Context: an optimization exercise on an open-source flow, tuned for small area. The choices shown serve that exercise and are no tape-out recipe. At most, simulation tests tie the RTL to the original design; equivalence was not proved. For run 1, only the layout was checked, not whether the RTL still works. Power and IR drop assume default switching activity.

**flow/run.sh**
```bash
#!/bin/bash
# synth_recipe.tcl (not shown) runs the flow's synth.tcl, then flattens the netlist and writes it again
# the make line also repeats each setting of config.mk as NAME=value (left out here)
make -C /OpenROAD-flow-scripts/flow DESIGN_CONFIG=/design/flow/config.mk WORK_HOME=/design/flow/orfs CLKGATE_MAP_FILE= SYNTH_SCRIPT=/design/flow/synth_recipe.tcl finish
```
**flow/config.mk**
```make
export PLATFORM = sky130hd
export DESIGN_NAME = coproc_lane_alu
export DESIGN_NICKNAME = coproc_lane_alu
export VERILOG_FILES = /design/flow/design.v
export SDC_FILE = /design/flow/constraint.sdc
export NUM_CORES = 4
export LEC_CHECK = 0
export CAP_MARGIN = 20
export CORE_MARGIN = 2
export CORE_UTILIZATION = 40
export SLEW_MARGIN = 20
```
**flow/constraint.sdc**
```tcl
create_clock -name core_clock -period 3.5 [get_ports {clk}]
set_input_delay 0.7000 -clock core_clock [delete_from_list [all_inputs] [get_ports {clk}]]
set_output_delay 0.7000 -clock core_clock [all_outputs]
set_load 0.01 [all_outputs]
```
**flow/design.v**
```verilog
module coproc_lane_alu #(
    parameter int WIDTH  = 144,
    parameter int LANE_W = 8,
    parameter int DEPTH  = 4
) (
    input  logic                     clk,
    input  logic                     rst,
    input  logic [WIDTH-1:0]         din,
    input  logic                     din_valid,
    output logic                     din_ready,
    input  logic [2:0]               mode,
    input  logic [$clog2(DEPTH)-1:0] tap,
    input  logic                     clear,
    output logic [WIDTH-1:0]         dout,
    output logic                     dout_valid,
    input  logic                     dout_ready,
    output logic [15:0]              count
);
    localparam int LANES = WIDTH / LANE_W;
    logic [WIDTH-1:0] r_hist [0:DEPTH-1];
    logic [WIDTH-1:0] r_acc;
    logic [WIDTH-1:0] r_dout;
    logic [DEPTH-1:0] r_hv;           
    logic             r_av;           
    logic             r_dout_valid;
    logic [15:0]      r_count;
    logic             w_accept;
    logic             m_delay, m_add, m_sub, m_xor, m_acc;
    logic [WIDTH-1:0] w_a, w_b;
    logic [WIDTH-1:0] w_result;
    assign din_ready  = !r_dout_valid || dout_ready;
    assign w_accept   = din_valid && din_ready;
    assign dout       = r_dout;
    assign dout_valid = r_dout_valid;
    assign count      = r_count;
    assign m_delay = (mode == 3'd1);
    assign m_add   = (mode == 3'd2);
    assign m_sub   = (mode == 3'd3);
    assign m_xor   = (mode == 3'd4);
    assign m_acc   = (mode == 3'd5);
    logic s_din, s_h0, s_h0n, s_h1, s_h2, s_h3, s_acc;
    assign s_din = !m_delay;
    assign s_h0  = (m_add || m_xor || (m_delay && tap == 2'd0)) && !clear && r_hv[0];
    assign s_h0n = m_sub && !clear && r_hv[0];
    assign s_h1  = m_delay && tap == 2'd1 && !clear && r_hv[1];
    assign s_h2  = m_delay && tap == 2'd2 && !clear && r_hv[2];
    assign s_h3  = m_delay && tap == 2'd3 && !clear && r_hv[3];
    assign s_acc = m_acc && !clear && r_av;
    assign w_a = (din & {WIDTH{s_din}}) | (r_hist[1] & {WIDTH{s_h1}})
               | (r_hist[2] & {WIDTH{s_h2}}) | (r_hist[3] & {WIDTH{s_h3}});
    assign w_b = (r_hist[0] & {WIDTH{s_h0}}) | (~r_hist[0] & {WIDTH{s_h0n}}) | (r_acc & {WIDTH{s_acc}});
    always_comb begin
        for (int l = 0; l < LANES; l++) begin
            logic [7:0] x, g, t, c;
            logic [7:0] G1, T1, G2, T2;
            for (int i = 0; i < 8; i++) begin
                x[i] = w_a[l*8+i] ^ w_b[l*8+i];
                g[i] = w_a[l*8+i] & w_b[l*8+i] & !m_xor;
                t[i] = w_a[l*8+i] | w_b[l*8+i];
            end
            g[0] = g[0] | (t[0] & s_h0n);
            G1 = g; T1 = t;
            for (int i = 1; i < 8; i += 2) begin
                G1[i] = g[i] | (t[i] & g[i-1]);
                T1[i] = t[i] & t[i-1];
            end
            G2 = G1; T2 = T1;
            for (int j = 0; j < 8; j += 4) begin
                for (int i = j + 2; i < j + 4; i++) begin
                    G2[i] = G1[i] | (T1[i] & G1[j+1]);
                    T2[i] = T1[i] & T1[j+1];
                end
            end
            for (int i = 0; i < 8; i++) begin
                c[i] = (i < 4) ? G2[i] : (G2[i] | (T2[i] & G2[3]));
            end
            w_result[l*8]   = x[0] ^ s_h0n;
            for (int i = 1; i < 8; i++) begin
                w_result[l*8+i] = x[i] ^ c[i-1];
            end
        end
    end
    always_ff @(posedge clk or negedge rst) begin
        if (!rst) begin
            r_dout_valid <= 1'b0;
        end else if (w_accept) begin
            r_dout_valid <= 1'b1;
        end else if (dout_ready) begin
            r_dout_valid <= 1'b0;
        end
    end
    always_ff @(posedge clk) begin
        if (w_accept) begin
            r_dout <= w_result;
        end
    end
    always_ff @(posedge clk) begin
        if (w_accept) begin
            for (int k = DEPTH - 1; k > 0; k--) begin
                r_hist[k] <= r_hist[k-1];
            end
            r_hist[0] <= din;
        end
    end
    always_ff @(posedge clk or negedge rst) begin
        if (!rst) begin
            r_hv <= '0;
        end else if (w_accept) begin
            r_hv <= {(clear ? {(DEPTH-1){1'b0}} : r_hv[DEPTH-2:0]), 1'b1};
        end else if (clear) begin
            r_hv <= '0;
        end
    end
    always_ff @(posedge clk) begin
        if (w_accept && m_acc) begin
            r_acc <= w_result;
        end
    end
    always_ff @(posedge clk or negedge rst) begin
        if (!rst) begin
            r_av <= 1'b0;
        end else if (w_accept && m_acc) begin
            r_av <= 1'b1;
        end else if (clear) begin
            r_av <= 1'b0;
        end
    end
    always_ff @(posedge clk or negedge rst) begin
        if (!rst) begin
            r_count <= '0;
        end else if (w_accept) begin
            r_count <= (clear ? 16'd0 : r_count) + 16'd1;
        end else if (clear) begin
            r_count <= '0;
        end
    end
endmodule
```
==> results of run 1 <==
## power by group
group	switching, mW	internal, mW	total [mW]
combinational	1.52	1.42	2.94
sequential	0.325	12.5	12.8
clock	4.36	6.18	10.5
## worst paths after layout
path | slack [ns] | end
max reg2reg | 0.21 | r_acc[79]
min in group core_clock | 0.44 | r_hist[3][22]
max in group asynchronous | 2.83 | r_count[15]
min | 0.41 | r_av
max | 0.06 | r_dout[39]
min reg2reg | 0.44 | r_hist[3][22]
## placed cells by master (no fill, tap or decap), types with 12 or more instances in the layout
cell type / netlist / routed
sky130_fd_sc_hd__nor2_1: 316 / 312
sky130_fd_sc_hd__nor2b_1: 22 / 19
sky130_fd_sc_hd__clkinv_1: 1 / 19
sky130_fd_sc_hd__clkinv_2: 0 / 23
sky130_fd_sc_hd__a31oi_1: 16 / 13
sky130_fd_sc_hd__o211ai_1: 15 / 15
sky130_fd_sc_hd__ha_2: 0 / 19
sky130_fd_sc_hd__nand3_1: 12 / 12
sky130_fd_sc_hd__a21oi_1: 39 / 38
sky130_fd_sc_hd__ha_1: 253 / 234
sky130_fd_sc_hd__a221o_1: 220 / 220
sky130_fd_sc_hd__clkbuf_1: 47 / 13
sky130_fd_sc_hd__buf_6: 12 / 12
sky130_fd_sc_hd__dfrtp_1: 22 / 22
sky130_fd_sc_hd__inv_1: 338 / 338
sky130_fd_sc_hd__nor3_1: 30 / 27
sky130_fd_sc_hd__buf_12: 0 / 83
sky130_fd_sc_hd__a221oi_1: 31 / 19
sky130_fd_sc_hd__nand2_1: 50 / 49
sky130_fd_sc_hd__bufinv_16: 0 / 13
sky130_fd_sc_hd__xnor2_1: 90 / 90
sky130_fd_sc_hd__xor2_1: 38 / 37
sky130_fd_sc_hd__a22oi_1: 144 / 144
sky130_fd_sc_hd__o22ai_1: 13 / 13
sky130_fd_sc_hd__xnor3_1: 18 / 18
sky130_fd_sc_hd__clkbuf_16: 0 / 102
sky130_fd_sc_hd__clkdlybuf4s50_1: 0 / 309
sky130_fd_sc_hd__buf_4: 7 / 415
sky130_fd_sc_hd__a221oi_2: 52 / 56
sky130_fd_sc_hd__o21ai_0: 26 / 22
sky130_fd_sc_hd__or3_1: 27 / 26
sky130_fd_sc_hd__edfxtp_1: 864 / 864
## state kept, by name (all words and copies together) (netlist names)
register / cells
r_hist: 576
r_hv: 4
r_dout_valid: 1
r_dout: 144
r_av: 1
r_count: 16
r_acc: 144
## what timing repair did
| item | 4_1_cts | 5_1_grt |
|---|---|---|
| gates cloned | 6 | 4 |
| hold buffers | 0 | 0 |
| buffers inserted | 21 | 5 |
| setup endpoints to repair | 80 | 139 |
| gates resized for setup | 37 | 53 |
| pin swaps | 17 | 15 |
## cells by family after synthesis
logic type / Yosys count / synth area share, %
compound gates: 672 / 14.7
xor+xnor: 146 / 3.64
flops: 886 / 63.2
fa+ha+maj: 253 / 7.55
simple gates: 535 / 5.98
buf+inv: 496 / 4.95
## final cells by class
cell class              count  share of cell area (%)
multi-input cells        1607                    25.3
repair buffers            837                    15.2
clock buffers             113                    4.64
inverters                 339                    2.36
well taps                1380                    3.14
diodes                      2                 0.00910
clock inverters            66                    1.25
flip-flops and latches    886                    48.2
## layer usage
metal | GRT usage, % | vias up
met4 | 5.10 | 6
met3 | 3.86 | 142
met1 | 32.4 | 14200
met2 | 34.3 | 899
met5 | 0 | -
li1 | - | 13000
## metrics by stage
| stage | instances | power (mW) | setup slack [ns] | utilization, % | area [um^2] |
|---|---|---|---|---|---|
| after floorplan | 2988 | 14.3 | -0.127 | - | 42200 |
| after CTS | 5219 | 26.5 | 0.00621 | 52.6 | 54600 |
| final | 5230 | 26.3 | 0.0579 | 53.0 | 55000 |
| after detailed placement | 5014 | 15.8 | -0.951 | 49.0 | 50800 |
| after global placement | 5014 | 15.8 | -0.872 | 49.0 | 50800 |
| after global routing | 5228 | 27.2 | -0.0361 | 53.0 | 55000 |
## critical path: stages
cell,delay [ns]
sky130_fd_sc_hd__dlygate4sd2_1,0.27
sky130_fd_sc_hd__buf_12,0.15
sky130_fd_sc_hd__nor2b_2,0.18
sky130_fd_sc_hd__o311a_4,0.42
sky130_fd_sc_hd__buf_12,0.16
sky130_fd_sc_hd__buf_12,0.14
sky130_fd_sc_hd__buf_4,0.14
sky130_fd_sc_hd__a221o_1,0.30
sky130_fd_sc_hd__inv_1,0.06
sky130_fd_sc_hd__ha_1,0.19
sky130_fd_sc_hd__nand2b_1,0.16
sky130_fd_sc_hd__a21oi_1,0.08
sky130_fd_sc_hd__o31a_1,0.31
sky130_fd_sc_hd__a31oi_4,0.19
sky130_fd_sc_hd__buf_6,0.14
sky130_fd_sc_hd__xnor3_1,0.22
==> impl_metrics.toml, run 1 <==
[status]
run_status = "timing/DRC/antenna clean"

[route]
route.detailed.vias_per_inst = 5.40
drt-total-wl_um = 122000
vias = 28300
met2_length_um = 55400
remaining_drc_errors = 0
drt.antenna.violating_nets = 0
drt_first_pass_iters = 5
met3WireLength_um = 7850
post_drt_wl_per_cell_um = 23.3
first_iter_violations = 2417
route.top_layer_used = "met5"
routedLengthMet1_um = 56300

[sta]
final.min_clock_period_ns = 3.44
final.setup_skew_ns = 0.0275
unrepaired_setup_endpoints_after_global_routing = "true"
fin_crit_sh_pct = 98.3
max-slew-margin-rel_pct = 38.3
finalHoldViolations = 0
fmax_ghz = 0.291
tightestPinTransition_ns = 0.922
setup-tns-final_ns = 0
slew_viol_final = 0
final.hold.worst_slack_ns = 0.412
setup_viol_count_final = 0

[synth]
yosysWarningCount = 2
synth.cells.most_frequent = "864 x sky130_fd_sc_hd__edfxtp_1, 338 x sky130_fd_sc_hd__inv_1, 316 x sky130_fd_sc_hd__nor2_1, 253 x sky130_fd_sc_hd__ha_1, 220 x sky130_fd_sc_hd__a221o_1"
dominantRegCellSynth = "sky130_fd_sc_hd__edfxtp_1"
ys_async_sr_fraction_pct = 2.48
number_of_synthesized_flops_with_an_enable_pin = 864
top_cell_type_s_share_of_synthesized_area_pct = 61.9
syn-cell-area_um2 = 41900
yosys_register_bits = 886
synth.yosys.seq_area_share_pct = 63.2
mappedNetlistNets = 3395
synthDistinctLibCells = 66
synth.area.top_cells = "sky130_fd_sc_hd__edfxtp_1 62%, sky130_fd_sc_hd__ha_1 7.5%, sky130_fd_sc_hd__a221o_1 5.3%"
synth_top_cell_by_area = "sky130_fd_sc_hd__edfxtp_1"
synthesis.area_per_instance_um2 = 14.0
post_synth_inst_count = 2988
synth_most_common_cell = "sky130_fd_sc_hd__edfxtp_1"

[cells_and_area]
final_nets = 4177
filler_cell_count = 8663
drive_gt1_share_pct = 21.5
multiInputGateArea_um2 = 13900
area_growth_pct = 31.2
register_area_um2 = 26500

[place]
buffer_ports.inserted = 315
place_hpwl_um = 81800
routabilityCongestion = 0.838

[global_routing]
number_of_antenna_violations_at_the_first_check_in_global_routing = 6
grt_first_pass_wirelength_um = 179000
largest_net_degree_at_the_start_of_global_routing = 115
overflow_left_after_global_routing = 0
grt_usage_pct = 22.1
first_global_vias = 27700

[floorplanning]
die_width_um = 328
floorplan.initialDensity_pct = 40.4
rows = 118
dieHeight_um = 328
overall_die_area_um2 = 107000
fp.coreArea_um2 = 104000
io_pins = 316

[setup_path]
worst_r2r_path_depth = 12
critical_path.startpoint = "mode[1]"
critPathRequiredTime_ns = 3.90
crit_fanout = 10
critical_path_class = "primary input to register"
critical_path.reg2reg.startpoint = "r_hv[0]"
timing.critical_path.arrival_ns = 3.84
end_kind = "register"
setup.worst_path.start_class = "primary input"

[power]
pwr_density_cell_nw_per_um2 = 477
power.leakage_nw = 21.0
largest_vdd_supply_drop_uv = 378

[clock_tree]
clock_sinks = 886
worstSkewPairLatency_ns = 0.68
clkSlewWorstSetupHoldPaths_ns = 0.06
cts-root-to-sink-buffers = 3
clock_tree_from_tritoncts = "done"
cts_inserted_buffers = 99
htree_depth = 3
ctsRootBufferMaster = "sky130_fd_sc_hd__clkbuf_16"

[min_path]
min_path_type = "primary input to async pin"

[flow_run]
timing.max_cap.violations = 0
==> inputs of run 2 (changes only) <==
--- a/flow/design.v
+++ b/flow/design.v
@@ -53,7 +53,6 @@
         for (int l = 0; l < LANES; l++) begin
-            logic [7:0] x, g, t, c;
+            logic [7:0] g, t, c;
             logic [7:0] G1, T1, G2, T2;
             for (int i = 0; i < 8; i++) begin
-                x[i] = w_a[l*8+i] ^ w_b[l*8+i];
-                g[i] = w_a[l*8+i] & w_b[l*8+i] & !m_xor;
+                g[i] = w_a[l*8+i] & (w_b[l*8+i] & !m_xor);
                 t[i] = w_a[l*8+i] | w_b[l*8+i];
@@ -76,5 +75,5 @@
             end
-            w_result[l*8]   = x[0] ^ s_h0n;
+            w_result[l*8] = w_a[l*8] ^ (w_b[l*8] ^ s_h0n);
             for (int i = 1; i < 8; i++) begin
-                w_result[l*8+i] = x[i] ^ c[i-1];
+                w_result[l*8+i] = w_a[l*8+i] ^ (w_b[l*8+i] ^ c[i-1]);
             end
==> flow/flow/run.sh (new file) <==
#!/bin/bash
set -euo pipefail
export BUFFER_PORTS_ARGS="-buffer_cell sky130_fd_sc_hd__buf_1"
export RECOVER_POWER=100
bash standard.sh > flow_make.log 2>&1
==> flow/standard.sh (new file) <==
#!/bin/bash
# synth_recipe.tcl (not shown) runs the flow's synth.tcl, then flattens the netlist and writes it again
# the make line also repeats each setting of config.mk as NAME=value (left out here)
make -C /OpenROAD-flow-scripts/flow DESIGN_CONFIG=/design/flow/config.mk WORK_HOME=/design/flow/orfs CLKGATE_MAP_FILE= SYNTH_SCRIPT=/design/flow/synth_recipe.tcl "${@:-finish}"
--- a/flow/config.mk
+++ b/flow/config.mk
@@ -10,2 +10,4 @@
 export CORE_UTILIZATION = 40
+export CTS_BUF_LIST = sky130_fd_sc_hd__clkbuf_4 sky130_fd_sc_hd__clkbuf_8
+export SETUP_SLACK_MARGIN = 0.1
 export SLEW_MARGIN = 20
removed: flow/run.sh
==> impl_metrics.toml, run 2 <==
[global_routing]
overflow_left_after_global_routing = 0
first_global_vias = 26300
grt_first_pass_wirelength_um = 168000
grt_usage_pct = 22.6
largest_net_degree_at_the_start_of_global_routing = 151
number_of_antenna_violations_at_the_first_check_in_global_routing = 24

[setup_path]
critical_path.startpoint = "r_hv[1]"
end_kind = "register"
critPathRequiredTime_ns = 4.09
setup.worst_path.start_class = "register"
crit_fanout = 10
critical_path_class = "register to register"
timing.critical_path.arrival_ns = 3.93
critical_path.reg2reg.startpoint = "r_hv[1]"

[clock_tree]
clock_tree_from_tritoncts = "done"
ctsRootBufferMaster = "sky130_fd_sc_hd__clkbuf_8"
worstSkewPairLatency_ns = 0.84
cts-root-to-sink-buffers = 3
clock_sinks = 886
htree_depth = 4
cts_inserted_buffers = 153
clkSlewWorstSetupHoldPaths_ns = 0.06

[synth]
synth_most_common_cell = "sky130_fd_sc_hd__edfxtp_1"
post_synth_inst_count = 2890
top_cell_type_s_share_of_synthesized_area_pct = 66.3
number_of_synthesized_flops_with_an_enable_pin = 864
syn-cell-area_um2 = 39100
ys_async_sr_fraction_pct = 2.48
yosysWarningCount = 2
synth.area.top_cells = "sky130_fd_sc_hd__edfxtp_1 66%, sky130_fd_sc_hd__xnor2_1 3.6%, sky130_fd_sc_hd__a22oi_1 3.2%"
synthesis.area_per_instance_um2 = 13.5
synth.yosys.seq_area_share_pct = 67.7
synthDistinctLibCells = 81
mappedNetlistNets = 3045
dominantRegCellSynth = "sky130_fd_sc_hd__edfxtp_1"
yosys_register_bits = 886
synth.cells.most_frequent = "864 x sky130_fd_sc_hd__edfxtp_1, 290 x sky130_fd_sc_hd__nor2_1, 180 x sky130_fd_sc_hd__nand2_1, 169 x sky130_fd_sc_hd__a22oi_1, 161 x sky130_fd_sc_hd__xnor2_1"
synth_top_cell_by_area = "sky130_fd_sc_hd__edfxtp_1"

[route]
post_drt_wl_per_cell_um = 22.9
remaining_drc_errors = 0
drt-total-wl_um = 116000
routedLengthMet1_um = 50600
route.top_layer_used = "met5"
vias = 27900
drt.antenna.violating_nets = 0
met2_length_um = 52900
first_iter_violations = 2832
drt_first_pass_iters = 7
met3WireLength_um = 8880
route.detailed.vias_per_inst = 5.51

[sta]
finalHoldViolations = 0
max-slew-margin-rel_pct = -6.34
fmax_ghz = 0.300
unrepaired_setup_endpoints_after_global_routing = "false"
postLayoutSetupSlackWorst_ns = 0.164
slew_viol_final = 110
final.hold.worst_slack_ns = 0.0779
final.setup_skew_ns = 0.0431
tightestPinTransition_ns = 1.60
fin_crit_sh_pct = 95.3
final.min_clock_period_ns = 3.34
setup_viol_count_final = 0

[cells_and_area]
regMostFlops = "r_hist"
largest_reg_flops = 576
final_common_cell = "sky130_fd_sc_hd__edfxtp_1"
finalCoreUtilization_pct = 49.6
final_nets = 3807
finalInstanceArea_um2 = 48000
registers_with_the_most_flip_flops = "r_hist (576), r_acc (144), r_dout (144)"
area_growth_pct = 22.8
final_cell_mix = "864 x sky130_fd_sc_hd__edfxtp_1, 331 x sky130_fd_sc_hd__buf_4, 301 x sky130_fd_sc_hd__buf_1"
drive_gt1_share_pct = 18.3

[floorplanning]
dieHeight_um = 317
io_pins = 316
fp.coreArea_um2 = 96900
die_width_um = 317
overall_die_area_um2 = 100000
rows = 114
floorplan.initialDensity_pct = 40.4

[power]
largest_vdd_supply_drop_uv = 349
power.leakage_nw = 16.3
pwr_density_cell_nw_per_um2 = 514
total_power_mw = 24.7

[min_path]
min_path_type = "primary input to register"
hold_start = "din[43]"

[place]
routabilityCongestion = 0.837
place_hpwl_um = 79100
buffer_ports.inserted = 315
place_area_um2 = 45300
post-place-ws_ns = -0.482

[status]
so_faults = "max-capacitance violations, max-slew violations"
run_status = "finished with violations"

[flow_run]
timing.max_cap.violations = 1
## run 2: metrics by stage
step | std cells | TNS, ns
floorplan | 2890 | -20.43
global placement | 4763 | -25.92
detailed placement | 4763 | -31.58
CTS | 5043 | 0
global route | 5056 | 0
finish | 5058 | 0
## run 2: area by class of cell
| cell class | count | area [um^2] |
|---|---|---|
| fill | 8456 | 48800 |
| sequential | 886 | 26500 |
| multi-input combinational | 1811 | 11700 |
| timing repair buffer | 786 | 5110 |
| clock buffer | 198 | 2450 |
| tap | 1276 | 1600 |
| clock inverter | 75 | 564 |
| inverter | 14 | 78.8 |
| antenna | 12 | 30.0 |
## run 2: cells by family after synthesis
kind of cell	Yosys count	synth area share, %
AOI/OAI and AO/OA	805	15.3
buffers and inverters	193	2.48
and+or+nand+nor	765	9.07
DFF	886	67.7
adders and majority gates	1	0.0320
muxes	9	0.230
xor gates and xnor gates	231	5.17
## run 2: worst max-delay path, cell delays in order, from the launching register on
cell                       delay (ns)
sky130_fd_sc_hd__dfrtp_1         0.39
sky130_fd_sc_hd__and4bb_4        0.28
sky130_fd_sc_hd__buf_12          0.17
sky130_fd_sc_hd__clkbuf_4        0.13
sky130_fd_sc_hd__a22oi_1         0.18
sky130_fd_sc_hd__a21oi_1         0.13
sky130_fd_sc_hd__a31oi_1         0.20
sky130_fd_sc_hd__o21a_1          0.26
sky130_fd_sc_hd__o21ai_0         0.14
sky130_fd_sc_hd__buf_4           0.18
sky130_fd_sc_hd__o311ai_0        0.43
sky130_fd_sc_hd__a21oi_1         0.13
sky130_fd_sc_hd__buf_4           0.17
sky130_fd_sc_hd__xnor2_1         0.29
## run 2: repair_timing
action | 4_1_cts | 5_1_grt
hold buffers | 7 | 0
buffers inserted | 0 | 3
gates resized for setup | 0 | 3
setup endpoints to repair | 0 | 19
endpoints found under the hold margin | 28 | 0
## run 2: power breakdown
part | internal (mW) | switching [mW]
Combinational | 0.916 | 1.51
Clock | 5.11 | 4.39
Sequential | 12.5 | 0.298
## run 2: path summary, 6_finish.rpt
kind / cells after the start / slack (ns) / end
max: 13 / 0.16 / r_dout[39]
min: 1 / 0.08 / r_hist[0][43]
max reg2reg: 13 / 0.16 / r_dout[39]
min reg2reg: 0 / 0.43 / r_hist[2][121]
max in group asynchronous: 3 / 1.95 / r_count[2]
min in group asynchronous: 3 / 0.77 / r_hv[1]
## run 2: layer usage
metal / track usage, % / vias up
li1: - / 12800
met1: 31.6 / 13800
met2: 34.1 / 1061
met3: 5.33 / 189
met4: 8.66 / 14
met5: 0 / -
==> inputs of run 3 (changes only) <==
--- a/flow/config.mk
+++ b/flow/config.mk
@@ -10,3 +10,2 @@
 export CORE_UTILIZATION = 40
-export CTS_BUF_LIST = sky130_fd_sc_hd__clkbuf_4 sky130_fd_sc_hd__clkbuf_8
 export SETUP_SLACK_MARGIN = 0.1
==> impl_metrics.toml, run 3 <==
[synth]
ys_async_sr_fraction_pct = 2.48
dominantRegCellSynth = "sky130_fd_sc_hd__edfxtp_1"
yosysWarningCount = 2
post_synth_inst_count = 2890
top_cell_type_s_share_of_synthesized_area_pct = 66.3
synth.cells.most_frequent = "864 x sky130_fd_sc_hd__edfxtp_1, 290 x sky130_fd_sc_hd__nor2_1, 180 x sky130_fd_sc_hd__nand2_1, 169 x sky130_fd_sc_hd__a22oi_1, 161 x sky130_fd_sc_hd__xnor2_1"
synth_top_cell_by_area = "sky130_fd_sc_hd__edfxtp_1"
syn-cell-area_um2 = 39100
synth_most_common_cell = "sky130_fd_sc_hd__edfxtp_1"
mappedNetlistNets = 3045
synth.area.top_cells = "sky130_fd_sc_hd__edfxtp_1 66%, sky130_fd_sc_hd__xnor2_1 3.6%, sky130_fd_sc_hd__a22oi_1 3.2%"
yosys_register_bits = 886
number_of_synthesized_flops_with_an_enable_pin = 864
synthDistinctLibCells = 81
synthesis.area_per_instance_um2 = 13.5
synth.yosys.seq_area_share_pct = 67.7

[setup_path]
critical_path_class = "primary input to register"
crit_chain = "clkbuf_1 -> buf_4 -> or3b_4 -> buf_4 -> a21oi_1 -> a21oi_1 -> a31oi_1 -> o21ai_1 -> a21oi_2 -> clkbuf_1 -> nor4_1 -> buf_4 -> o22ai_1 -> xnor2_1"
setup.worst_path.start_class = "primary input"
ff2ff_setup_slack_ns = 0.24
end_kind = "register"
worst_r2r_path_depth = 12
crit_fanout = 7
critical_path.startpoint = "mode[2]"
cpMaxStageDelayCell = "sky130_fd_sc_hd__or3b_4"
critPathMostFrequentCell = "sky130_fd_sc_hd__buf_4"
critPathRequiredTime_ns = 3.91
timing.critical_path.slowest_cell_delay_ns = 0.48
critical_path.reg2reg.startpoint = "r_hv[2]"
timing.critical_path.arrival_ns = 3.74
worst_r2r_endpoint = "r_dout[135]"

[place]
routabilityCongestion = 0.837
place_hpwl_um = 79100
buffer_ports.inserted = 315

[status]
run_status = "finished with violations"
so_faults = "max-capacitance violations, max-slew violations"

[route]
first_iter_violations = 2760
vias = 27600
drt-total-wl_um = 115000
drt_first_pass_iters = 6
drt.antenna.violating_nets = 0
remaining_drc_errors = 0
route.detailed.vias_per_inst = 5.57
post_drt_wl_per_cell_um = 23.2

[clock_tree]
htree_depth = 3
cts-root-to-sink-buffers = 3
ctsRootBufferMaster = "sky130_fd_sc_hd__clkbuf_16"
clock_tree_from_tritoncts = "done"
clock_sinks = 886
cts_inserted_buffers = 96
clkSlewWorstSetupHoldPaths_ns = 0.06
worstSkewPairLatency_ns = 0.67

[cells_and_area]
final_common_cell = "sky130_fd_sc_hd__edfxtp_1"
final_cell_mix = "864 x sky130_fd_sc_hd__edfxtp_1, 334 x sky130_fd_sc_hd__buf_4, 301 x sky130_fd_sc_hd__buf_1"
largest_reg_flops = 576
drive_gt1_share_pct = 16.7
filler_cell_count = 8383
final_nets = 3743
register_area_um2 = 26500
area_growth_pct = 23.6
regMostFlops = "r_hist"
registers_with_the_most_flip_flops = "r_hist (576), r_acc (144), r_dout (144)"
multiInputGateArea_um2 = 11700

[global_routing]
grt_usage_pct = 22.3
grt_first_pass_wirelength_um = 167000
number_of_antenna_violations_at_the_first_check_in_global_routing = 22
first_global_vias = 25900
overflow_left_after_global_routing = 0
largest_net_degree_at_the_start_of_global_routing = 151

[min_path]
min_path_type = "primary input to register"
timing.hold.worst_path_depth = 1
hold_path_end = "r_hist[0][51]"
hold_start = "din[51]"

[sta]
finalHoldViolations = 0
fin_crit_sh_pct = 95.2
fmax_ghz = 0.300
unrepaired_setup_endpoints_after_global_routing = "false"
slew_viol_final = 110
max-slew-margin-rel_pct = -4.23
final.min_clock_period_ns = 3.33
tightestPinTransition_ns = 1.56
final.setup_skew_ns = 0.0256
setup_viol_count_final = 0
setup-tns-final_ns = 0

[power]
largest_vdd_supply_drop_uv = 369
total_power_mw = 26.0
pwr_density_cell_nw_per_um2 = 537
power.leakage_nw = 16.4

[floorplanning]
overall_die_area_um2 = 100000
dieHeight_um = 317
io_pins = 316
floorplan.initialDensity_pct = 40.4
die_width_um = 317
fp.coreArea_um2 = 96900
rows = 114

[flow_run]
timing.max_cap.violations = 1
[run 3: repair_timing]
item | 4_1_cts | 5_1_grt
gates resized for setup | 0 | 3
endpoints found under the setup margin | 0 | 20
hold buffers | 1 | 0
endpoints found under the hold margin | 22 | 0
setup buffers | 0 | 2
[run 3: per-layer routing]
layer	wire [um]	GRT usage [%]
met4	2880	6.78
met1	49700	31.7
met5	95	0
met3	8680	3.99
met2	53500	35.0
[run 3: through the flow]
step	utilization (%)	std cells	instance area, um^2	worst slack (ns)	hold slack (ns)
floorplan	-	2890	39200	-0.142	0.404
global placement	46.7	4763	45300	-0.432	0.427
detailed placement	46.7	4763	45300	-0.482	0.432
CTS	50.2	4941	48600	0.202	0.182
global route	49.9	4947	48300	0.0562	0.200
finish	49.9	4950	48300	0.170	0.223
[run 3: area by class of cell]
cell class	count	share of cell area, %
Timing Repair Buffer	779	10.6
Inverter	14	0.163
Sequential cell	886	54.8
Antenna cell	7	0.0362
Tap cell	1276	3.30
Clock buffer	113	5.29
Clock inverter	64	1.59
Multi-Input combinational cell	1811	24.2
[run 3: critical path, delay by kind of cell]
kind                   cells  cell delay [ns]
XOR/XNOR                   1             0.13
buffers and inverters      5             0.97
AO/OA/AOI/OAI              6             1.32
AND/OR/NAND/NOR            2             0.61
[run 3: worst max-delay path by stage]
stage | depth (start not counted) | to | slack, ns
CTS | 11 | r_dout[79] | 0.20
detailed placement | 13 | r_dout[79] | -0.48
floorplan | 3 | r_acc[0] | -0.14
global placement | 13 | r_dout[79] | -0.43
finish | 14 | r_dout[135] | 0.17
global route | 15 | r_dout[39] | 0.06
[run 3: cell families after synthesis]
kind of cell	share of synthesized area (%)
xor+xnor	5.17
fa+ha+maj	0.0320
simple gates	9.07
compound gates	15.3
buf+inv	2.48
mux	0.230
flops	67.7
[run 3: power breakdown]
group | switching, mW | internal [mW]
Clock | 4.31 | 6.48
Sequential | 0.298 | 12.5
Combinational | 1.51 | 0.920
==> inputs of run 4 (changes only) <==
==> flow/flow/run.sh (replaced) <==
#!/bin/bash
set -euo pipefail
export BUFFER_PORTS_ARGS="-buffer_cell sky130_fd_sc_hd__buf_1"
bash standard.sh > flow_make.log 2>&1
--- a/flow/config.mk
+++ b/flow/config.mk
@@ -10,2 +10,3 @@
 export CORE_UTILIZATION = 40
+export CTS_BUF_LIST = sky130_fd_sc_hd__clkbuf_4
 export SETUP_SLACK_MARGIN = 0.1
==> impl_metrics.toml, run 4 <==
[cells_and_area]
final_nets = 4021
regMostFlops = "r_hist"
filler_cell_count = 8390
register_area_um2 = 26500
registers_with_the_most_flip_flops = "r_hist (576), r_acc (144), r_dout (144)"
multiInputGateArea_um2 = 11800
final_common_cell = "sky130_fd_sc_hd__edfxtp_1"
final_cell_mix = "864 x sky130_fd_sc_hd__edfxtp_1, 407 x sky130_fd_sc_hd__buf_4, 334 x sky130_fd_sc_hd__clkbuf_4"
drive_gt1_share_pct = 21.3
largest_reg_flops = 576
area_growth_pct = 27.0
finalCoreUtilization_pct = 51.3

[route]
post_drt_wl_per_cell_um = 22.1
remaining_drc_errors = 0
drt-total-wl_um = 117000
vias = 28900
first_iter_violations = 2824
drt.antenna.violating_nets = 0
drt_first_pass_iters = 6
route.detailed.vias_per_inst = 5.44

[power]
seq_power_share_pct = 52.4
internal_power_mw = 18.1
pwr_density_cell_nw_per_um2 = 490
total_power_mw = 24.3
clock_power_share_pct = 36.7
combinationalPowerShare_pct = 10.8
fraction_of_power_spent_switching_nets_pct = 25.6
largest_vdd_supply_drop_uv = 327
power.leakage_nw = 17.3
switchingPower_mw = 6.21

[sta]
max-slew-margin-rel_pct = 43.3
final.setup_skew_ns = 0.0787
fmax_ghz = 0.306
fin_crit_sh_pct = 93.4
final.min_clock_period_ns = 3.27
final.hold.worst_slack_ns = 0.194
unrepaired_setup_endpoints_after_global_routing = "false"
setup-tns-final_ns = 0
slew_viol_final = 0
finalHoldViolations = 0
postLayoutSetupSlackWorst_ns = 0.229
tightestPinTransition_ns = 0.840
setup_viol_count_final = 0

[synth]
synth.cells.most_frequent = "864 x sky130_fd_sc_hd__edfxtp_1, 290 x sky130_fd_sc_hd__nor2_1, 180 x sky130_fd_sc_hd__nand2_1, 169 x sky130_fd_sc_hd__a22oi_1, 161 x sky130_fd_sc_hd__xnor2_1"
yosysWarningCount = 2
synth.yosys.seq_area_share_pct = 67.7
dominantRegCellSynth = "sky130_fd_sc_hd__edfxtp_1"
post_synth_inst_count = 2890
synthDistinctLibCells = 81
synth_top_cell_by_area = "sky130_fd_sc_hd__edfxtp_1"
synth_most_common_cell = "sky130_fd_sc_hd__edfxtp_1"
mappedNetlistNets = 3045
number_of_synthesized_flops_with_an_enable_pin = 864
synthesis.area_per_instance_um2 = 13.5
top_cell_type_s_share_of_synthesized_area_pct = 66.3
syn-cell-area_um2 = 39100
yosys_register_bits = 886
ys_async_sr_fraction_pct = 2.48
synth.area.top_cells = "sky130_fd_sc_hd__edfxtp_1 66%, sky130_fd_sc_hd__xnor2_1 3.6%, sky130_fd_sc_hd__a22oi_1 3.2%"

[setup_path]
end_kind = "register"
critical_path_class = "primary input to register"
timing.critical_path.arrival_ns = 4.09
critPathRequiredTime_ns = 4.32
crit_fanout = 8
setup.worst_path.start_class = "primary input"

[clock_tree]
cts-root-to-sink-buffers = 3
cts_inserted_buffers = 226
clock_sinks = 886
clkSlewWorstSetupHoldPaths_ns = 0.07
worstSkewPairLatency_ns = 1.12
clock_tree_from_tritoncts = "done"
ctsRootBufferMaster = "sky130_fd_sc_hd__clkbuf_4"
htree_depth = 4

[min_path]
min_path_type = "primary input to register"

[floorplanning]
die_width_um = 317
floorplan.initialDensity_pct = 40.4
fp.coreArea_um2 = 96900
rows = 114
dieHeight_um = 317
io_pins = 316
overall_die_area_um2 = 100000

[global_routing]
overflow_left_after_global_routing = 0
first_global_vias = 27600
number_of_antenna_violations_at_the_first_check_in_global_routing = 9
grt_usage_pct = 23.0
largest_net_degree_at_the_start_of_global_routing = 151
grt_first_pass_wirelength_um = 173000

[place]
routabilityCongestion = 0.837
post-place-ws_ns = -0.482
place_hpwl_um = 79100
buffer_ports.inserted = 315

[flow_run]
timing.max_cap.violations = 0

[status]
run_status = "timing/DRC/antenna clean"
==> run 4: cell counts after synthesis <==
Identical to the previous run, type by type.
==> run 4: cell type report <==
type / instances / share of cell area, %
Tap cell: 1276 / 3.21
Clock buffer: 334 / 5.05
Multi-Input combinational cell: 1811 / 23.7
Sequential cell: 886 / 53.3
Antenna cell: 7 / 0.0353
Inverter: 14 / 0.159
Timing Repair Buffer: 927 / 13.8
Clock inverter: 60 / 0.715
==> run 4: path summary, 6_finish.rpt <==
kind / start / endpoint / slack (ns) / cells past startpoint
max in group asynchronous: rst / r_count[3] / 2.51 / 4
max: clear / r_acc[135] / 0.23 / 15
max reg2reg: r_hv[2] / r_acc[135] / 0.25 / 12
min: dout_ready / r_hv[1] / 0.19 / 5
min reg2reg: r_hist[2][18] / r_hist[3][18] / 0.40 / 0
min in group asynchronous: rst / r_hv[1] / 0.73 / 4
==> run 4: kinds of logic (layout without fill, tap and decap cells) <==
kind of cell / count (synthesis) / in the layout / synth area share [%]
buffers and inverters: 193 / 1335 / 2.48
xor gates and xnor gates: 231 / 231 / 5.17
other: 0 / 7 / 0
AOI/OAI and AO/OA: 805 / 805 / 15.3
muxes: 9 / 9 / 0.230
DFF: 886 / 886 / 67.7
and+or+nand+nor: 765 / 765 / 9.07
adders and majority gates: 1 / 1 / 0.0320
==> run 4: routing by layer <==
metal	part of all wire, %	global-route usage [%]	routed length (um)
met4	2.3	7.54	2690
met3	7.1	4.96	8340
met1	44	32.2	52000
met5	0.046	0	54
met2	46	35.6	54300
==> run 4: timing repair <==
action / in CTS / in global routing
endpoints found under the hold margin: 173 / 0
buffers inserted: 0 / 2
gates resized for setup: 0 / 3
setup endpoints to repair: 0 / 16
hold buffers: 149 / 0
==> run 4: power groups by stage <==
stage | sequential [mW] | clock (mW) | combinational, mW
finish | 12.7 | 8.93 | 2.64
global route | 12.8 | 9.72 | 2.85
CTS | 12.7 | 9.18 | 2.64
detailed placement | 13.0 | 0 | 2.47
global placement | 12.9 | 0 | 2.44
floorplan | 12.9 | 0 | 1.24
==> run 4: critical path: stages <==
cell and delay (ns):
sky130_fd_sc_hd__dlygate4sd3_1 0.54, sky130_fd_sc_hd__buf_1 0.16, sky130_fd_sc_hd__buf_4 0.16, sky130_fd_sc_hd__nand4bb_4 0.21, sky130_fd_sc_hd__or2_4 0.34, sky130_fd_sc_hd__buf_4 0.18, sky130_fd_sc_hd__a21oi_1 0.12, sky130_fd_sc_hd__a31oi_1 0.11
sky130_fd_sc_hd__o21ai_1 0.39, sky130_fd_sc_hd__a21oi_2 0.10, sky130_fd_sc_hd__buf_4 0.17, sky130_fd_sc_hd__nor4_1 0.42, sky130_fd_sc_hd__buf_4 0.18, sky130_fd_sc_hd__o22ai_1 0.12, sky130_fd_sc_hd__xnor2_1 0.17
==> run 4: stage by stage <==
step                instance area, um^2  instances
global route                      49700       5313
global placement                  45300       4763
CTS                               49600       5306
finish                            49700       5315
floorplan                         39200       2890
detailed placement                45300       4763
==> inputs of run 5 (changes only) <==
--- a/flow/config.mk
+++ b/flow/config.mk
@@ -9,4 +9,4 @@
 export CORE_MARGIN = 2
-export CORE_UTILIZATION = 40
-export CTS_BUF_LIST = sky130_fd_sc_hd__clkbuf_4
+export CORE_UTILIZATION = 55
+export GPL_TIMING_DRIVEN = 0
 export SETUP_SLACK_MARGIN = 0.1
==> impl_metrics.toml, run 5 <==
[cells_and_area]
registers_with_the_most_flip_flops = "r_hist (576), r_acc (144), r_dout (144)"
final_cell_mix = "864 x sky130_fd_sc_hd__edfxtp_1, 313 x sky130_fd_sc_hd__buf_1, 270 x sky130_fd_sc_hd__nor2_1"
finalCoreUtilization_pct = 65.7
drive_gt1_share_pct = 14.0
register_area_um2 = 26500
largest_reg_flops = 576
finalInstanceArea_um2 = 46200
filler_cell_count = 5274
area_growth_pct = 18.0
final_nets = 3474
multiInputGateArea_um2 = 12600
fin_cells = 4343
regMostFlops = "r_hist"
final_common_cell = "sky130_fd_sc_hd__edfxtp_1"

[power]
pwr_density_cell_nw_per_um2 = 542
combinationalPowerShare_pct = 9.2
power.leakage_nw = 15.3
total_power_mw = 25.0
largest_vdd_supply_drop_uv = 438
fraction_of_power_spent_switching_nets_pct = 24.3
switchingPower_mw = 6.07
seq_power_share_pct = 50.9
clock_power_share_pct = 39.9
internal_power_mw = 19.0

[synth]
yosysWarningCount = 2
synth_compound_gate_area_share_pct = 15.3
muxShareOfSynthArea_pct = 0.230
synthesis.area_per_instance_um2 = 13.5
mappedNetlistNets = 3045
number_of_synthesized_flops_with_an_enable_pin = 864
synth.yosys.seq_area_share_pct = 67.7
synth.area.top_cells = "sky130_fd_sc_hd__edfxtp_1 66%, sky130_fd_sc_hd__xnor2_1 3.6%, sky130_fd_sc_hd__a22oi_1 3.2%"
simple_logic_cell_fraction_of_the_synthesized_area_pct = 9.07
synth_most_common_cell = "sky130_fd_sc_hd__edfxtp_1"
synthDistinctLibCells = 81
yosys_register_bits = 886
synth_top_cell_by_area = "sky130_fd_sc_hd__edfxtp_1"
synthAdderAreaFrac_pct = 0.0320
syn-cell-area_um2 = 39100
top_cell_type_s_share_of_synthesized_area_pct = 66.3
largest_family_of_logic_cells_by_synthesized_area = "compound AO/OA/AOI/OAI gates"
dominantRegCellSynth = "sky130_fd_sc_hd__edfxtp_1"
post_synth_inst_count = 2890
synth.cells.most_frequent = "864 x sky130_fd_sc_hd__edfxtp_1, 290 x sky130_fd_sc_hd__nor2_1, 180 x sky130_fd_sc_hd__nand2_1, 169 x sky130_fd_sc_hd__a22oi_1, 161 x sky130_fd_sc_hd__xnor2_1"
yosys.area_share.xor_xnor_pct = 5.17
ys_async_sr_fraction_pct = 2.48

[floorplanning]
fp.coreArea_um2 = 70300
dieHeight_um = 271
floorplan.initialDensity_pct = 55.7
die_width_um = 271
rows = 97
overall_die_area_um2 = 73300
io_pins = 316

[status]
run_status = "timing/DRC/antenna clean"

[global_routing]
grt_usage_pct = 32.9
overflow_left_after_global_routing = 0
largest_net_degree_at_the_start_of_global_routing = 207
first_global_vias = 27000
grt_first_pass_wirelength_um = 177000
number_of_antenna_violations_at_the_first_check_in_global_routing = 13

[clock_tree]
htree_depth = 3
cts-root-to-sink-buffers = 3
clkSlewWorstSetupHoldPaths_ns = 0.06
ctsRootBufferMaster = "sky130_fd_sc_hd__clkbuf_16"
clock_sinks = 886
clock_tree_from_tritoncts = "done"
worstSkewPairLatency_ns = 0.66
cts_inserted_buffers = 93

[place]
routabilityCongestion = 0.859
dpl.cell_count = 4157
post-place-ws_ns = -1.99
buffer_ports.inserted = 314
place_area_um2 = 41900
place_hpwl_um = 82600

[sta]
tightestPinTransition_ns = 1.27
final.setup_skew_ns = 0.0260
fmax_ghz = 0.296
max-slew-margin-rel_pct = 15.2
fin_crit_sh_pct = 96.4
final.min_clock_period_ns = 3.37
setup_viol_count_final = 0
unrepaired_setup_endpoints_after_global_routing = "true"
setup-tns-final_ns = 0
finalHoldViolations = 0
final.hold.worst_slack_ns = 0.0494
slew_viol_final = 0
postLayoutSetupSlackWorst_ns = 0.127

[route]
post_drt_wl_per_cell_um = 28.2
remaining_drc_errors = 0
route.detailed.vias_per_inst = 6.44
vias = 28000
drt.antenna.violating_nets = 0
drt_first_pass_iters = 8
first_iter_violations = 3691
drt-total-wl_um = 123000

[min_path]
min_path_type = "primary input to async pin"

[flow_run]
timing.max_cap.violations = 0

[setup_path]
cp_num_buf_inv = 4
crit_fanout = 10
critical_path_class = "primary input to register"
cpMaxStageDelayCell = "sky130_fd_sc_hd__o311ai_1"
crit_chain = "buf_1 -> buf_4 -> or3b_1 -> clkbuf_4 -> clkbuf_4 -> a21oi_1 -> a21oi_1 -> a31oi_1 -> o21a_1 -> o21ai_2 -> o311ai_1 -> a21oi_2 -> xnor2_1"
timing.critical_path.arrival_ns = 3.76
end_kind = "register"
cpLargestDelayFamily = "compound AO/OA/AOI/OAI gates"
critPathRequiredTime_ns = 3.88
setup.worst_path.start_class = "primary input"
timing.critical_path.slowest_cell_delay_ns = 0.40
## run 5: cell types whose count changed in the layout (fill, tap and decap cells not counted), sizes merged
cell           before  now
clkinvlp            1    3
diode               7    6
clkinv             53   38
dlygate4sd3       149    0
inv                17   16
clkbuf            335  188
bufinv              3   10
buf               777  444
clkdlybuf4s15       0    1
## run 5: cell type report
cell class                 instances  share of cell area (%)
sequential                       886                    57.4
multi-input combinational       1811                    27.2
clock buffer                     120                    5.40
timing repair buffer             334                    3.42
buffer                           179                    2.69
tap                              940                    2.55
clock inverter                    53                    1.15
inverter                          14                   0.171
antenna                            6                  0.0325
## run 5: routing by layer
metal / GRT usage, % / vias up / routed length (um)
li1: - / 12200 / -
met1: 45.7 / 14000 / 49400
met2: 51.9 / 1545 / 57200
met3: 6.09 / 244 / 11300
met4: 12.3 / 10 / 4700
met5: 0 / - / 68
## run 5: what timing repair did
action                     4_1_cts  5_1_grt
hold buffers                     0        0
buffers inserted                 2        5
setup endpoints to repair      196      118
resized for setup              190      154
pin swaps                        4       15
## run 5: worst register-to-register path, cell delays in order, from the launching register on
cell                       delay (ns)
sky130_fd_sc_hd__dfrtp_1         0.37
sky130_fd_sc_hd__and4bb_1        0.22
sky130_fd_sc_hd__buf_4           0.20
sky130_fd_sc_hd__buf_2           0.29
sky130_fd_sc_hd__a22oi_1         0.13
sky130_fd_sc_hd__a21oi_1         0.25
sky130_fd_sc_hd__a31oi_1         0.23
sky130_fd_sc_hd__o21a_1          0.33
sky130_fd_sc_hd__o21ai_2         0.36
sky130_fd_sc_hd__a21oi_1         0.16
sky130_fd_sc_hd__xnor2_1         0.53
## run 5: cell families (layout without fill, tap and decap cells)
family	after synthesis	after routing
and+or+nand+nor	765	765
DFF	886	886
other	0	6
AOI/OAI and AO/OA	805	805
xor gates and xnor gates	231	231
buffers and inverters	193	700
muxes	9	9
adders and majority gates	1	1
## run 5: path summary, 6_finish.rpt
kind / depth (start not counted) / startpoint / to / slack, ns
setup / recovery: 13 / mode[0] / r_acc[111] / 0.13
hold / removal: 1 / rst / r_count[6] / 0.05
setup reg to reg: 10 / r_hv[1] / r_acc[109] / 0.15
hold reg to reg: 0 / r_hist[1][0] / r_hist[2][0] / 0.44
max in group asynchronous: 1 / rst / r_hv[2] / 3.06
min in group core_clock: 1 / din[39] / r_hist[0][39] / 0.26
## run 5: power by group through the flow
stage	Combinational [mW]	Clock, mW	Sequential [mW]
after floorplan	1.24	0	12.9
after global placement	2.05	0	12.9
after detailed placement	2.12	0	12.9
after CTS	2.20	10.1	12.7
after global routing	2.45	10.5	12.8
final	2.30	10.0	12.7
==> inputs of run 6 (changes only) <==
--- a/flow/config.mk
+++ b/flow/config.mk
@@ -10,3 +10,2 @@
 export CORE_UTILIZATION = 55
-export GPL_TIMING_DRIVEN = 0
 export SETUP_SLACK_MARGIN = 0.1
==> impl_metrics.toml, run 6 <==
[power]
pwr_density_cell_nw_per_um2 = 512
power.leakage_nw = 16.5
largest_vdd_supply_drop_uv = 411

[sta]
final.min_clock_period_ns = 3.34
setup_viol_count_final = 0
fmax_ghz = 0.300
unrepaired_setup_endpoints_after_global_routing = "true"
postLayoutSetupSlackWorst_ns = 0.161
slew_viol_final = 0
final.setup_skew_ns = 0.0228
max-slew-margin-rel_pct = 48.9
tightestPinTransition_ns = 0.766
fin_crit_sh_pct = 95.4
finalHoldViolations = 0
setup-tns-final_ns = 0

[clock_tree]
cts-root-to-sink-buffers = 3
clock_sinks = 886
worstSkewPairLatency_ns = 0.65
clock_tree_from_tritoncts = "done"
htree_depth = 3
cts_inserted_buffers = 93
clkSlewWorstSetupHoldPaths_ns = 0.06
ctsRootBufferMaster = "sky130_fd_sc_hd__clkbuf_16"

[floorplanning]
fp.coreArea_um2 = 70300
floorplan.initialDensity_pct = 55.7
dieHeight_um = 271
overall_die_area_um2 = 73300
rows = 97
die_width_um = 271
io_pins = 316

[synth]
synthesis.area_per_instance_um2 = 13.5
number_of_synthesized_flops_with_an_enable_pin = 864
top_cell_type_s_share_of_synthesized_area_pct = 66.3
yosysWarningCount = 2
mappedNetlistNets = 3045
syn-cell-area_um2 = 39100
synth.cells.most_frequent = "864 x sky130_fd_sc_hd__edfxtp_1, 290 x sky130_fd_sc_hd__nor2_1, 180 x sky130_fd_sc_hd__nand2_1, 169 x sky130_fd_sc_hd__a22oi_1, 161 x sky130_fd_sc_hd__xnor2_1"
synth.area.top_cells = "sky130_fd_sc_hd__edfxtp_1 66%, sky130_fd_sc_hd__xnor2_1 3.6%, sky130_fd_sc_hd__a22oi_1 3.2%"
synth_top_cell_by_area = "sky130_fd_sc_hd__edfxtp_1"
ys_async_sr_fraction_pct = 2.48
yosys_register_bits = 886
synth_most_common_cell = "sky130_fd_sc_hd__edfxtp_1"
dominantRegCellSynth = "sky130_fd_sc_hd__edfxtp_1"
synthDistinctLibCells = 81
synth.yosys.seq_area_share_pct = 67.7
post_synth_inst_count = 2890

[place]
place_hpwl_um = 74900
buffer_ports.inserted = 315
post-place-ws_ns = -0.593
dpl.cell_count = 4442
routabilityCongestion = 0.864
place_area_um2 = 44900

[cells_and_area]
largest_reg_flops = 576
final_cell_mix = "864 x sky130_fd_sc_hd__edfxtp_1, 427 x sky130_fd_sc_hd__buf_4, 313 x sky130_fd_sc_hd__buf_1"
fin_cells = 4618
regMostFlops = "r_hist"
area_growth_pct = 22.3
final_nets = 3759
drive_gt1_share_pct = 17.8
registers_with_the_most_flip_flops = "r_hist (576), r_acc (144), r_dout (144)"
finalInstanceArea_um2 = 47800
final_common_cell = "sky130_fd_sc_hd__edfxtp_1"

[setup_path]
timing.critical_path.arrival_ns = 3.71
setup.worst_path.start_class = "register"
critical_path_class = "register to register"
crit_fanout = 28
critPathRequiredTime_ns = 3.87
end_kind = "register"

[global_routing]
number_of_antenna_violations_at_the_first_check_in_global_routing = 7
first_global_vias = 27500
grt_usage_pct = 29.5
overflow_left_after_global_routing = 0
largest_net_degree_at_the_start_of_global_routing = 120
grt_first_pass_wirelength_um = 166000

[route]
drt.antenna.violating_nets = 0
post_drt_wl_per_cell_um = 23.8
route.detailed.vias_per_inst = 6.07
drt-total-wl_um = 110000
vias = 28000
first_iter_violations = 2870
drt_first_pass_iters = 6
remaining_drc_errors = 0

[status]
run_status = "timing/DRC/antenna clean"

[min_path]
min_path_type = "primary input to async pin"

[flow_run]
timing.max_cap.violations = 0
[run 6: cell counts after synthesis]
Identical to the previous run, type by type.
[run 6: kinds of logic after synthesis]
| logic type | count (synthesis) | share of synthesized area (%) |
|---|---|---|
| AND/OR/NAND/NOR | 765 | 9.07 |
| buffers and inverters | 193 | 2.48 |
| AO/OA/AOI/OAI | 805 | 15.3 |
| flip-flops | 886 | 67.7 |
| XOR/XNOR | 231 | 5.17 |
| multiplexers | 9 | 0.230 |
| adder cells (fa/ha/maj) | 1 | 0.0320 |
[run 6: worst max-delay path, cell delays in order (launching register included)]
cell	delay [ns]
sky130_fd_sc_hd__dfrtp_1	0.42
sky130_fd_sc_hd__nor2b_1	0.26
sky130_fd_sc_hd__o311a_4	0.36
sky130_fd_sc_hd__buf_6	0.27
sky130_fd_sc_hd__buf_12	0.24
sky130_fd_sc_hd__buf_4	0.17
sky130_fd_sc_hd__a221o_1	0.21
sky130_fd_sc_hd__nand3_1	0.12
sky130_fd_sc_hd__nor3_1	0.46
sky130_fd_sc_hd__a311o_1	0.19
sky130_fd_sc_hd__o22ai_1	0.13
sky130_fd_sc_hd__xnor2_1	0.19
[run 6: area by class of cell]
class | count | area, um^2
repair buffers | 798 | 5500
fillers | 5138 | 22400
inverters | 14 | 78.8
multi-input cells | 1811 | 11800
well taps | 940 | 1180
clock inverters | 41 | 304
diodes | 3 | 7.51
flip-flops and latches | 886 | 26500
clock buffers | 125 | 2500
[run 6: power breakdown]
group	leakage, nW	switching [mW]	internal [mW]
Combinational	6.63	1.47	0.953
Clock	1.37	4.08	5.23
Sequential	8.46	0.298	12.4
[run 6: what timing repair did]
item,CTS,global route
buffers inserted,0,7
gates resized for setup,1,3
pin swaps,0,2
hold buffers,0,0
setup endpoints to repair,2,26
[run 6: through the flow]
step | power, mW | hold WS [ns] | util [%]
4_1_cts | 24.6 | 0.00707 | 67.9
2_1_floorplan | 14.2 | 0.404 | -
5_1_grt | 25.3 | 0.0317 | 68.1
6_report | 24.5 | 0.0158 | 68.1
3_5_place_dp | 15.3 | 0.434 | 63.9
3_3_place_gp | 15.3 | 0.428 | 63.9
[run 6: final timing paths]
check                                   start            end  slack (ns)  cells after the start
worst max-delay path                  r_hv[0]     r_dout[63]        0.16                     11
worst min-delay path                      rst    r_count[15]        0.02                      1
worst max register to register        r_hv[0]     r_dout[63]        0.16                     11
worst min register to register  r_hist[1][91]  r_hist[2][91]        0.44                      0
max in group asynchronous                 rst        r_hv[2]        3.13                      1
min in group core_clock               din[52]  r_hist[0][52]        0.26                      1
[run 6: routing by layer]
metal / share of wire [%] / global-route usage [%]
met5: 0.053 / 0
met4: 2.9 / 9.57
met3: 6.5 / 4.17
met2: 48 / 47.7
met1: 43 / 41.6
==> inputs of run 7 (changes only) <==
--- a/flow/config.mk
+++ b/flow/config.mk
@@ -10,2 +10,4 @@
 export CORE_UTILIZATION = 55
+export CTS_CLUSTER_DIAMETER = 100
+export CTS_CLUSTER_SIZE = 30
 export SETUP_SLACK_MARGIN = 0.1
==> impl_metrics.toml, run 7 <==
[status]
run_status = "timing/DRC/antenna clean"

[power]
switchingPower_mw = 5.02
largest_vdd_supply_drop_uv = 414
pwr_density_cell_nw_per_um2 = 445
combinationalPowerShare_pct = 11.8
fraction_of_power_spent_switching_nets_pct = 24.4
power.leakage_nw = 15.7
total_power_mw = 20.5
clock_power_share_pct = 26.3
internal_power_mw = 15.5
seq_power_share_pct = 61.9

[sta]
fin_crit_sh_pct = 94.9
setup-tns-final_ns = 0
final.hold.worst_slack_ns = 0.0549
finalHoldViolations = 0
final.min_clock_period_ns = 3.32
tightestPinTransition_ns = 0.761
fmax_ghz = 0.301
setup_viol_count_final = 0
unrepaired_setup_endpoints_after_global_routing = "false"
final.setup_skew_ns = 0.0288
slew_viol_final = 0
max-slew-margin-rel_pct = 49.3

[global_routing]
first_global_vias = 26900
overflow_left_after_global_routing = 0
grt_first_pass_wirelength_um = 163000
largest_net_degree_at_the_start_of_global_routing = 120
grt_usage_pct = 28.9
number_of_antenna_violations_at_the_first_check_in_global_routing = 7

[route]
remaining_drc_errors = 0
drt-total-wl_um = 108000
post_drt_wl_per_cell_um = 23.9
route.detailed.vias_per_inst = 6.09
drt_first_pass_iters = 6
first_iter_violations = 2957
drt.antenna.violating_nets = 0
vias = 27500

[synth]
top_cell_type_s_share_of_synthesized_area_pct = 66.3
post_synth_inst_count = 2890
ys_async_sr_fraction_pct = 2.48
synth.cells.most_frequent = "864 x sky130_fd_sc_hd__edfxtp_1, 290 x sky130_fd_sc_hd__nor2_1, 180 x sky130_fd_sc_hd__nand2_1, 169 x sky130_fd_sc_hd__a22oi_1, 161 x sky130_fd_sc_hd__xnor2_1"
synth.area.top_cells = "sky130_fd_sc_hd__edfxtp_1 66%, sky130_fd_sc_hd__xnor2_1 3.6%, sky130_fd_sc_hd__a22oi_1 3.2%"
yosys.area_share.xor_xnor_pct = 5.17
synth_top_cell_by_area = "sky130_fd_sc_hd__edfxtp_1"
syn-cell-area_um2 = 39100
largest_family_of_logic_cells_by_synthesized_area = "compound AO/OA/AOI/OAI gates"
dominantRegCellSynth = "sky130_fd_sc_hd__edfxtp_1"
synth_compound_gate_area_share_pct = 15.3
synth_most_common_cell = "sky130_fd_sc_hd__edfxtp_1"
yosys_register_bits = 886
mappedNetlistNets = 3045
yosysWarningCount = 2
simple_logic_cell_fraction_of_the_synthesized_area_pct = 9.07
synthesis.area_per_instance_um2 = 13.5
synthDistinctLibCells = 81
number_of_synthesized_flops_with_an_enable_pin = 864
muxShareOfSynthArea_pct = 0.230
synth.yosys.seq_area_share_pct = 67.7
synthAdderAreaFrac_pct = 0.0320

[floorplanning]
dieHeight_um = 271
rows = 97
fp.coreArea_um2 = 70300
die_width_um = 271
overall_die_area_um2 = 73300
floorplan.initialDensity_pct = 55.7
io_pins = 316

[clock_tree]
clkSlewWorstSetupHoldPaths_ns = 0.11
htree_depth = 2
postCtsHoldBufs = 0
cts_inserted_buffers = 37
worstSkewPairLatency_ns = 0.61
ctsRootBufferMaster = "sky130_fd_sc_hd__clkbuf_16"
clock_sinks = 886
cts-root-to-sink-buffers = 3
clock_tree_from_tritoncts = "done"

[flow_run]
timing.max_cap.violations = 0

[cells_and_area]
multiInputGateArea_um2 = 11800
fin_cells = 4509
regMostFlops = "r_hist"
drive_gt1_share_pct = 16.3
registers_with_the_most_flip_flops = "r_hist (576), r_acc (144), r_dout (144)"
largest_reg_flops = 576
final_common_cell = "sky130_fd_sc_hd__edfxtp_1"
finalInstanceArea_um2 = 46200
filler_cell_count = 5302
final_cell_mix = "864 x sky130_fd_sc_hd__edfxtp_1, 427 x sky130_fd_sc_hd__buf_4, 313 x sky130_fd_sc_hd__buf_1"
final_nets = 3705
area_growth_pct = 18.0
register_area_um2 = 26500

[setup_path]
timing.critical_path.arrival_ns = 3.66
critPathRequiredTime_ns = 3.84
cpMaxStageDelayCell = "sky130_fd_sc_hd__nor3_1"
end_kind = "register"
critical_path.reg2reg.startpoint = "r_hv[0]"
worst_r2r_path_depth = 11
crit_fanout = 28
cpLargestDelayFamily = "compound AO/OA/AOI/OAI gates"
ff2ff_setup_slack_ns = 0.18
timing.critical_path.slowest_cell_delay_ns = 0.46
worst_r2r_endpoint = "r_acc[63]"
crit_chain = "nor2b_1 -> o311a_4 -> buf_6 -> buf_12 -> buf_4 -> a221o_1 -> nand3_1 -> nor3_1 -> a311o_1 -> o22ai_1 -> xnor2_1"
critical_path_class = "register to register"
cp_num_buf_inv = 3
setup.worst_path.start_class = "register"

[place]
place_hpwl_um = 74900
routabilityCongestion = 0.864
buffer_ports.inserted = 315
place_area_um2 = 44900
dpl.cell_count = 4442

[min_path]
min_path_type = "primary input to async pin"
## run 7: stage by stage
stage | util [%] | setup slack, ns
after floorplan | - | -0.142
after global placement | 63.9 | -0.486
after detailed placement | 63.9 | -0.593
after CTS | 65.5 | 0.147
after global routing | 65.7 | 0.101
final | 65.7 | 0.180
## run 7: repair_timing
| item | in CTS | in global routing |
|---|---|---|
| pin swaps | 1 | 4 |
| resized for setup | 1 | 7 |
| cloned | 0 | 0 |
| setup endpoints to repair | 2 | 30 |
| setup buffers | 0 | 9 |
## run 7: cells by family after synthesis
family / count (synthesis)
compound gates: 805
xor+xnor: 231
fa+ha+maj: 1
buf+inv: 193
flops: 886
mux: 9
simple gates: 765
## run 7: final cells by class
type	instances	share of cell area, %
sequential	886	57.4
clock inverter	14	0.336
timing repair buffer	800	12.0
multi-input combinational	1811	25.5
clock buffer	40	2.03
tap	940	2.55
inverter	14	0.171
antenna	4	0.0217
## run 7: power groups by stage
stage	Sequential, mW	Clock, mW	Combinational, mW
3_5_place_dp	12.9	0	2.40
2_1_floorplan	12.9	0	1.24
6_report	12.7	5.40	2.42
4_1_cts	12.7	5.52	2.41
3_3_place_gp	12.9	0	2.34
5_1_grt	12.8	5.85	2.62
## run 7: layer usage
| layer | global-route usage, % | vias up | wire [um] |
|---|---|---|---|
| met5 | 0 | - | 30 |
| li1 | - | 12500 | - |
| met1 | 41.6 | 13800 | 46800 |
| met4 | 8.08 | 4 | 2610 |
| met3 | 3.01 | 147 | 6440 |
| met2 | 47.2 | 974 | 52100 |
## run 7: worst max path at each step
stage | cells past startpoint | to | start | slack, ns
after floorplan | 3 | r_acc[0] | mode[1] | -0.14
after global placement | 12 | r_acc[63] | mode[2] | -0.49
after detailed placement | 12 | r_dout[63] | mode[2] | -0.59
after CTS | 12 | r_dout[111] | r_hv[0] | 0.15
after global routing | 13 | r_dout[86] | r_hv[2] | 0.10
final | 11 | r_acc[63] | r_hv[0] | 0.18
==> inputs of run 8 (changes only) <==
--- a/flow/config.mk
+++ b/flow/config.mk
@@ -11,3 +11,4 @@
 export CTS_CLUSTER_DIAMETER = 100
-export CTS_CLUSTER_SIZE = 30
+export CTS_CLUSTER_SIZE = 20
+export GPL_TIMING_DRIVEN = 0
 export SETUP_SLACK_MARGIN = 0.1
==> impl_metrics.toml, run 8 <==
[synth]
synth_most_common_cell = "sky130_fd_sc_hd__edfxtp_1"
synth.area.top_cells = "sky130_fd_sc_hd__edfxtp_1 66%, sky130_fd_sc_hd__xnor2_1 3.6%, sky130_fd_sc_hd__a22oi_1 3.2%"
yosysWarningCount = 2
post_synth_inst_count = 2890
dominantRegCellSynth = "sky130_fd_sc_hd__edfxtp_1"
syn-cell-area_um2 = 39100
synth.yosys.seq_area_share_pct = 67.7
number_of_synthesized_flops_with_an_enable_pin = 864
synthDistinctLibCells = 81
yosys_register_bits = 886
synthesis.area_per_instance_um2 = 13.5
ys_async_sr_fraction_pct = 2.48
synth_top_cell_by_area = "sky130_fd_sc_hd__edfxtp_1"
top_cell_type_s_share_of_synthesized_area_pct = 66.3
mappedNetlistNets = 3045
synth.cells.most_frequent = "864 x sky130_fd_sc_hd__edfxtp_1, 290 x sky130_fd_sc_hd__nor2_1, 180 x sky130_fd_sc_hd__nand2_1, 169 x sky130_fd_sc_hd__a22oi_1, 161 x sky130_fd_sc_hd__xnor2_1"

[power]
power.leakage_nw = 14.5
pwr_density_cell_nw_per_um2 = 476
largest_vdd_supply_drop_uv = 505

[setup_path]
critical_path_class = "register to register"
cp_num_buf_inv = 3
cpMaxStageDelayCell = "sky130_fd_sc_hd__xor2_1"
end_kind = "register"
crit_fanout = 10
crit_chain = "and4bb_1 -> buf_4 -> buf_2 -> a22oi_1 -> a21oi_1 -> a31oi_2 -> o21a_1 -> o21ai_2 -> inv_1 -> o21ai_0 -> xor2_1"
critPathRequiredTime_ns = 3.85
setup.worst_path.start_class = "register"
timing.critical_path.slowest_cell_delay_ns = 0.47
cpLargestDelayFamily = "compound AO/OA/AOI/OAI gates"
timing.critical_path.arrival_ns = 3.75

[floorplanning]
io_pins = 316
die_width_um = 271
overall_die_area_um2 = 73300
dieHeight_um = 271
rows = 97
floorplan.initialDensity_pct = 55.7
fp.coreArea_um2 = 70300

[cells_and_area]
regMostFlops = "r_hist"
final_cell_mix = "864 x sky130_fd_sc_hd__edfxtp_1, 313 x sky130_fd_sc_hd__buf_1, 270 x sky130_fd_sc_hd__nor2_1"
registers_with_the_most_flip_flops = "r_hist (576), r_acc (144), r_dout (144)"
final_nets = 3438
finalCoreUtilization_pct = 63.6
area_growth_pct = 14.2
final_common_cell = "sky130_fd_sc_hd__edfxtp_1"
drive_gt1_share_pct = 12.4
largest_reg_flops = 576
fin_cells = 4242
finalInstanceArea_um2 = 44700

[place]
routabilityCongestion = 0.859
place_area_um2 = 41900
dpl.cell_count = 4157
place_hpwl_um = 82600
buffer_ports.inserted = 314

[sta]
tightestPinTransition_ns = 1.16
max-slew-margin-rel_pct = 22.5
fmax_ghz = 0.294
slew_viol_final = 0
finalHoldViolations = 0
fin_crit_sh_pct = 97.2
setup-tns-final_ns = 0
final.min_clock_period_ns = 3.40
unrepaired_setup_endpoints_after_global_routing = "true"
setup_viol_count_final = 0
final.setup_skew_ns = 0.0316

[global_routing]
number_of_antenna_violations_at_the_first_check_in_global_routing = 12
grt_first_pass_wirelength_um = 176000
grt_usage_pct = 32.6
grt_util_met1_pct = 45.7
global_route.usage.met2_pct = 51.9
largest_net_degree_at_the_start_of_global_routing = 207
met3_usage_pct = 5.85
overflow_left_after_global_routing = 0
grt.busiest_layer = "met2"
first_global_vias = 26700

[clock_tree]
clock_sinks = 886
cts-root-to-sink-buffers = 3
ctsRootBufferMaster = "sky130_fd_sc_hd__clkbuf_16"
cts_inserted_buffers = 50
postCtsHoldBufs = 0
clkSlewWorstSetupHoldPaths_ns = 0.09
clock_tree_from_tritoncts = "done"
htree_depth = 2
worstSkewPairLatency_ns = 0.65

[route]
route.detailed.vias_per_inst = 6.50
drt-total-wl_um = 122000
vias = 27600
drt_first_pass_iters = 8
remaining_drc_errors = 0
drt.antenna.violating_nets = 0
first_iter_violations = 3825
post_drt_wl_per_cell_um = 28.8

[flow_run]
timing.max_cap.violations = 0

[status]
run_status = "timing/DRC/antenna clean"

[min_path]
min_path_type = "primary input to async pin"
run 8: layout make-up:
class,instances,area (um^2)
Fill cell,5444,25600
Sequential cell,886,26500
Tap cell,940,1180
Inverter,14,78.8
Multi-Input combinational cell,1811,12600
Buffer,179,1240
Timing Repair Buffer,341,1670
Clock buffer,63,1360
Antenna cell,7,17.5
Clock inverter,1,16.3
run 8: metrics by stage:
stage	hold WS [ns]	setup slack, ns	total power [mW]
2_1_floorplan	0.404	-0.142	14.2
3_3_place_gp	0.427	-2.49	15.0
3_5_place_dp	0.433	-1.99	15.0
4_1_cts	0.232	0.0336	21.2
5_1_grt	0.0752	0.0724	21.9
6_report	0.0360	0.0972	21.3
run 8: routing by layer:
metal / part of all wire [%] / up-vias
li1: - / 12000
met1: 40 / 13900
met2: 47 / 1456
met3: 9.3 / 215
met4: 3.3 / 12
met5: 0.070 / -
run 8: what timing repair did:
item / 4_1_cts / 5_1_grt
gates resized for setup: 203 / 158
endpoints found under the setup margin: 200 / 111
buffers inserted: 8 / 6
pin swaps: 7 / 16
run 8: final timing paths:
kind	from	to	depth (start not counted)	slack, ns
worst max-delay path	r_hv[1]	r_dout[108]	11	0.1
worst max register to register	r_hv[1]	r_dout[108]	11	0.1
worst min register to register	r_hist[2][124]	r_hist[3][124]	0	0.44
worst min-delay path	rst	r_hv[2]	1	0.04
min in group core_clock	din[64]	r_hist[0][64]	1	0.27
max in group asynchronous	rst	r_count[7]	1	3.07
run 8: cells by family (layout without fill, tap and decap cells):
logic type / count (synthesis) / after routing / share of synthesized area [%]
flops: 886 / 886 / 67.7
fa+ha+maj: 1 / 1 / 0.0320
mux: 9 / 9 / 0.230
other cells: 0 / 7 / 0
xor+xnor: 231 / 231 / 5.17
buf+inv: 193 / 598 / 2.48
compound gates: 805 / 805 / 15.3
simple gates: 765 / 765 / 9.07
run 8: where the power goes:
group / internal [mW] / switching, mW
clock network: 2.74 / 3.49
registers: 12.4 / 0.277
logic: 0.738 / 1.58

Re-timed with assumed drivers on the ports (clkbuf_16 on the clock, buf_2 on other inputs), run 8 has 0.097 ns of setup slack against 0.097 ns with ideal ports, and -0.562 ns once port delays also move by the mid clock arrival of 0.704 ns.
